Context: an optimization exercise on an open-source flow, tuned for small area and a short achievable clock period. The choices shown serve that exercise and are no tape-out recipe. At most, simulation tests tie the RTL to the original design; equivalence was not proved. No activity file was given, so power comes from the tool's default toggle rates.

v6:
==> flow/design.v <==
package mem_ctrl_pkg;
   localparam int CNT_W = 4;
endpackage
module sp_byte_ram #(
  parameter int    DATA_W      = 32,
  parameter int    DEPTH_WORDS = 64,
  parameter        MEM_INIT    = "",
  parameter int    NB          = DATA_W / 8,
  parameter int    AW          = (DEPTH_WORDS > 1) ? $clog2(DEPTH_WORDS) : 1
) (
  input  logic              clk,
  input  logic [NB*DEPTH_WORDS/4-1:0] wen,
  input  logic [DATA_W-1:0] wdata,
  input  logic [DEPTH_WORDS/2-1:0] tsel,
  output logic [DATA_W-1:0] tap
);
  localparam int NR = DEPTH_WORDS / 4;
  logic [DATA_W-1:0] tap_r [NR];
  for (genvar r = 0; r < NR; r++) begin : g_ring
    logic [DATA_W-1:0] p0, p1, p2, p3;
    always_ff @(posedge clk) begin
      p1 <= p0;
      p2 <= p1;
      p3 <= p2;
      for (int b = 0; b < NB; b++)
        p0[b*8 +: 8] <= wen[r*NB+b] ? wdata[b*8 +: 8] : p3[b*8 +: 8];
    end
    assign tap_r[r] = ({DATA_W{tsel[2*r]}} & p0) | ({DATA_W{tsel[2*r+1]}} & p2);
  end
  always_comb begin
    tap = '0;
    for (int r = 0; r < NR; r++) tap = tap | tap_r[r];
  end
endmodule
import mem_ctrl_pkg::*;
module multicycle_mem_ctrl
#(
   parameter int                DATA_W      = 32,
   parameter int                ADDR_W      = 32,
   parameter int                DEPTH_WORDS = 64,
   parameter int                WAIT_STATES = 2,
   parameter                    MEM_INIT    = "",
   parameter logic [ADDR_W-1:0] MMIO_ADDR   = 32'h0000_0100
) (
   input  logic                clk,
   input  logic                reset,
   input  logic                req,
   input  logic                we,
   input  logic [ADDR_W-1:0]   addr,
   input  logic [DATA_W-1:0]   wdata,
   input  logic [DATA_W/8-1:0] be,
   output logic [DATA_W-1:0]   rdata,
   output logic                ready,
   output logic                err,
   output logic [DATA_W-1:0]   WriteData,
   output logic [ADDR_W-1:0]   DataAdr,
   output logic                MemWrite,
   output logic [DATA_W-1:0]   mmio_out
);
   localparam int NB  = DATA_W / 8;
   localparam int BLG = (NB > 1) ? $clog2(NB) : 0;
   localparam int AW  = (DEPTH_WORDS > 1) ? $clog2(DEPTH_WORDS) : 1;
   localparam int NR  = DEPTH_WORDS / 4;
   localparam bit MMIO_EN = 1'b1;
   logic              b1, b2, b3, idle, accept;
   logic              we_q, bad_q, hit_q;
   logic [AW-1:0]     widx_q;
   logic [DATA_W-1:0] wdata_q;
   logic [NB-1:0]     be_q;
   logic              hit_d, bad_d;
   assign hit_d  = MMIO_EN && (addr == MMIO_ADDR);
   assign bad_d  = (addr[BLG-1:0] != '0) || ((addr[ADDR_W-1:AW+BLG] != '0) && !hit_d);
   assign accept = idle && req;
   always_ff @(posedge clk) begin
      if (!reset) begin
         b1   <= 1'b0;
         b2   <= 1'b0;
         b3   <= 1'b0;
         idle <= 1'b1;
      end else begin
         b1   <= accept;
         b2   <= b1;
         b3   <= b2;
         idle <= !accept && !b1 && !b2;
      end
   end
   always_ff @(posedge clk) begin
      if (accept) begin
         we_q    <= we;
         bad_q   <= bad_d;
         hit_q   <= hit_d;
         widx_q  <= addr[AW+BLG-1:BLG];
         wdata_q <= wdata;
         be_q    <= be;
      end
   end
   logic [1:0]        ph;           
   logic [DATA_W-1:0] wbuf;         
   logic [NB-1:0]     wbe;
   logic [1:0]        wslot;        
   logic [NR-1:0]     wring;        
   logic              wa;           
   logic              land;
   logic [NB*NR-1:0]  wen;
   logic [DATA_W-1:0] tap, samp_q;
   logic [1:0]        posn;
   always_ff @(posedge clk) ph <= ph + 2'd1;
   always_ff @(posedge clk) begin
      if (b2) begin
         wbuf   <= wdata_q;
         wbe    <= be_q;
         wslot  <= widx_q[1:0];
         for (int r = 0; r < NR; r++) wring[r] <= (widx_q[AW-1:2] == r);
      end
   end
   logic       lnext_q, l3_q;
   logic       wa_n;
   logic [1:0] wslot_n;
   logic       p3_n;
   assign land = lnext_q || (l3_q && reset);
   always_comb begin
      if (b2 && reset && we_q && !bad_q && !hit_q) wa_n = 1'b1;
      else if (land || (b3 && !reset))             wa_n = 1'b0;
      else                                         wa_n = wa;
      wslot_n = b2 ? widx_q[1:0] : wslot;
      p3_n    = (wslot_n + ph + 2'd1) == 2'd3;
   end
   always_ff @(posedge clk) begin
      wa      <= wa_n;
      lnext_q <= wa_n && p3_n && !(b2 && reset);
      l3_q    <= wa_n && p3_n && (b2 && reset);
   end
   always_comb begin
      for (int r = 0; r < NR; r++)
         for (int b = 0; b < NB; b++)
            wen[r*NB+b] = land && wring[r] && wbe[b];
   end
   logic [2*NR-1:0]   tsel_q;
   logic              hsel;
   logic [DATA_W-1:0] rtap;
   logic [DATA_W-1:0] mmio_q;
   assign posn = widx_q[1:0] + ph + 2'd1;
   always_ff @(posedge clk) begin
      for (int r = 0; r < NR; r++) begin
         tsel_q[2*r]   <= (widx_q[AW-1:2] == r) && (posn == 2'd0) && !hit_q;
         tsel_q[2*r+1] <= (widx_q[AW-1:2] == r) && (posn == 2'd2) && !hit_q;
      end
   end
   sp_byte_ram #(
      .DATA_W      (DATA_W),
      .DEPTH_WORDS (DEPTH_WORDS),
      .MEM_INIT    (MEM_INIT)
   ) u_ram (
      .clk   (clk),
      .wen   (wen),
      .wdata (wbuf),
      .tsel  (tsel_q),
      .tap   (tap)
   );
   assign hsel = hit_q && !idle;
   assign rtap = tap | ({DATA_W{hsel}} & mmio_q);
   always_ff @(posedge clk) samp_q <= rtap;
   logic              ready_q, err_q, mw_q;
   logic              ld_q;
   logic [DATA_W-1:0] rdata_q, wd_out_q;
   logic [AW:0]       adr_out_q;    
   always_ff @(posedge clk) ld_q <= reset && b2 && !we_q && !bad_q;
   always_ff @(posedge clk) begin
      if (!reset) begin
         ready_q   <= 1'b0;
         err_q     <= 1'b0;
         mw_q      <= 1'b0;
         wd_out_q  <= '0;
         adr_out_q <= '0;
         rdata_q   <= '0;
      end else begin
         ready_q <= b3;
         err_q   <= b3 && bad_q;
         mw_q    <= b3 && we_q && !bad_q;
         if (b3 && we_q && !bad_q) begin
            wd_out_q  <= wdata_q;
            adr_out_q <= {hit_q, widx_q};
         end
         if (ld_q) rdata_q <= rtap | samp_q;
      end
   end
   always_ff @(posedge clk) begin
      if (!reset) begin
         mmio_q <= '0;
      end else if (b3 && we_q && hit_q) begin
         for (int i = 0; i < NB; i++) begin
            if (be_q[i]) mmio_q[i*8 +: 8] <= wdata_q[i*8 +: 8];
         end
      end
   end
   assign rdata     = rdata_q;
   assign mmio_out  = mmio_q;
   assign ready     = ready_q;
   assign err       = err_q;
   assign MemWrite  = mw_q;
   assign WriteData = wd_out_q;
   assign DataAdr   = {{(ADDR_W-AW-BLG-1){1'b0}}, adr_out_q, {BLG{1'b0}}};
endmodule
Settings: LEC_CHECK=0, CAP_MARGIN=20, CORE_MARGIN=2, CORE_UTILIZATION=50, CTS_CLUSTER_DIAMETER=100, CTS_CLUSTER_SIZE=25, SETUP_SLACK_MARGIN=2.1, SLEW_MARGIN=20, TNS_END_PERCENT=10; clock period 4.0 ns.
run.sh (not shown) runs the stock make flow with config.mk's settings and CLKGATE_MAP_FILE= SYNTH_SCRIPT=/design/flow/synth_recipe.tcl, a recipe that flattens the netlist after the stock synthesis.
Inputs modified between v6 and v7:
--- a/flow/design.v
+++ b/flow/design.v
@@ -103,10 +103,13 @@
    logic              land;
    logic [NB*NR-1:0]  wen;
-   logic [DATA_W-1:0] tap, samp_q;
+   logic [DATA_W-1:0] tap;
    logic [1:0]        posn;
+   logic              hsel;
+   logic [DATA_W-1:0] rtap;
+   logic [DATA_W-1:0] mmio_q;
    always_ff @(posedge clk) ph <= ph + 2'd1;
    always_ff @(posedge clk) begin
       if (b2) begin
-         wbuf   <= wdata_q;
+         wbuf   <= we_q ? wdata_q : rtap;
          wbe    <= be_q;
          wslot  <= widx_q[1:0];
@@ -137,7 +140,4 @@
    end
    logic [2*NR-1:0]   tsel_q;
-   logic              hsel;
-   logic [DATA_W-1:0] rtap;
-   logic [DATA_W-1:0] mmio_q;
    assign posn = widx_q[1:0] + ph + 2'd1;
    always_ff @(posedge clk) begin
@@ -160,5 +160,4 @@
    assign hsel = hit_q && !idle;
    assign rtap = tap | ({DATA_W{hsel}} & mmio_q);
-   always_ff @(posedge clk) samp_q <= rtap;
    logic              ready_q, err_q, mw_q;
    logic              ld_q;
@@ -182,5 +181,5 @@
             adr_out_q <= {hit_q, widx_q};
          end
-         if (ld_q) rdata_q <= rtap | samp_q;
+         if (ld_q) rdata_q <= rtap | wbuf;
       end
    end
### Flow results
Power: v7 draws less than v6
For the via count of the first global-routing pass, v7 came in about 3.6% higher than v6 did.
Comparing netlist area before placement for v6 and v7, the bigger number came from v6.
v7 vs v6: post-detailed-route wirelength per cell up
Compared to v6, v7 has layout clock buffer count 1.4% higher.
Looking at termination of the worst setup path, the wbuf[13]$_DFFE_PP_ result is from v7; the WriteData[14] one comes from v6.
Re detailed-route via count: v6 was lower than v7.
The RTL of v7 was laid out without a check of its function.

==> port drivers added, routing unchanged <==
The results above use ideal ports. As a check the final layouts listed here were re-extracted and re-timed, cells and wires unchanged.
Step 1: set_driving_cell puts a clkbuf_16 on clk and a buf_2 on each other input, an assumption about the parent block.
Step 2 adds t to the input delays and takes it off the output delays; t is the mean of the earliest and latest rising clock arrival at the registers after step 1. Input paths then give back, and output paths get back, about the clock's delay inside the block.
Slacks: no drivers / after step 1 / after step 2; pairs: no drivers / after step 1.
run	shift t [ns]	slack for setup (ns)	hold slack, ns	worst data-port slew with drivers (ns)
v6	0.794	1.912 / 1.836 / 1.389	0.318 / 0.318 / 0.318	0.06
v7	0.811	1.700 / 1.700 / 1.279	0.308 / 0.308 / 0.308	0.05
After both steps every run listed still meets setup and hold. For v6, which loses most, drivers alone change the setup slack by -0.076 ns; drivers and shift together by -0.523 ns.
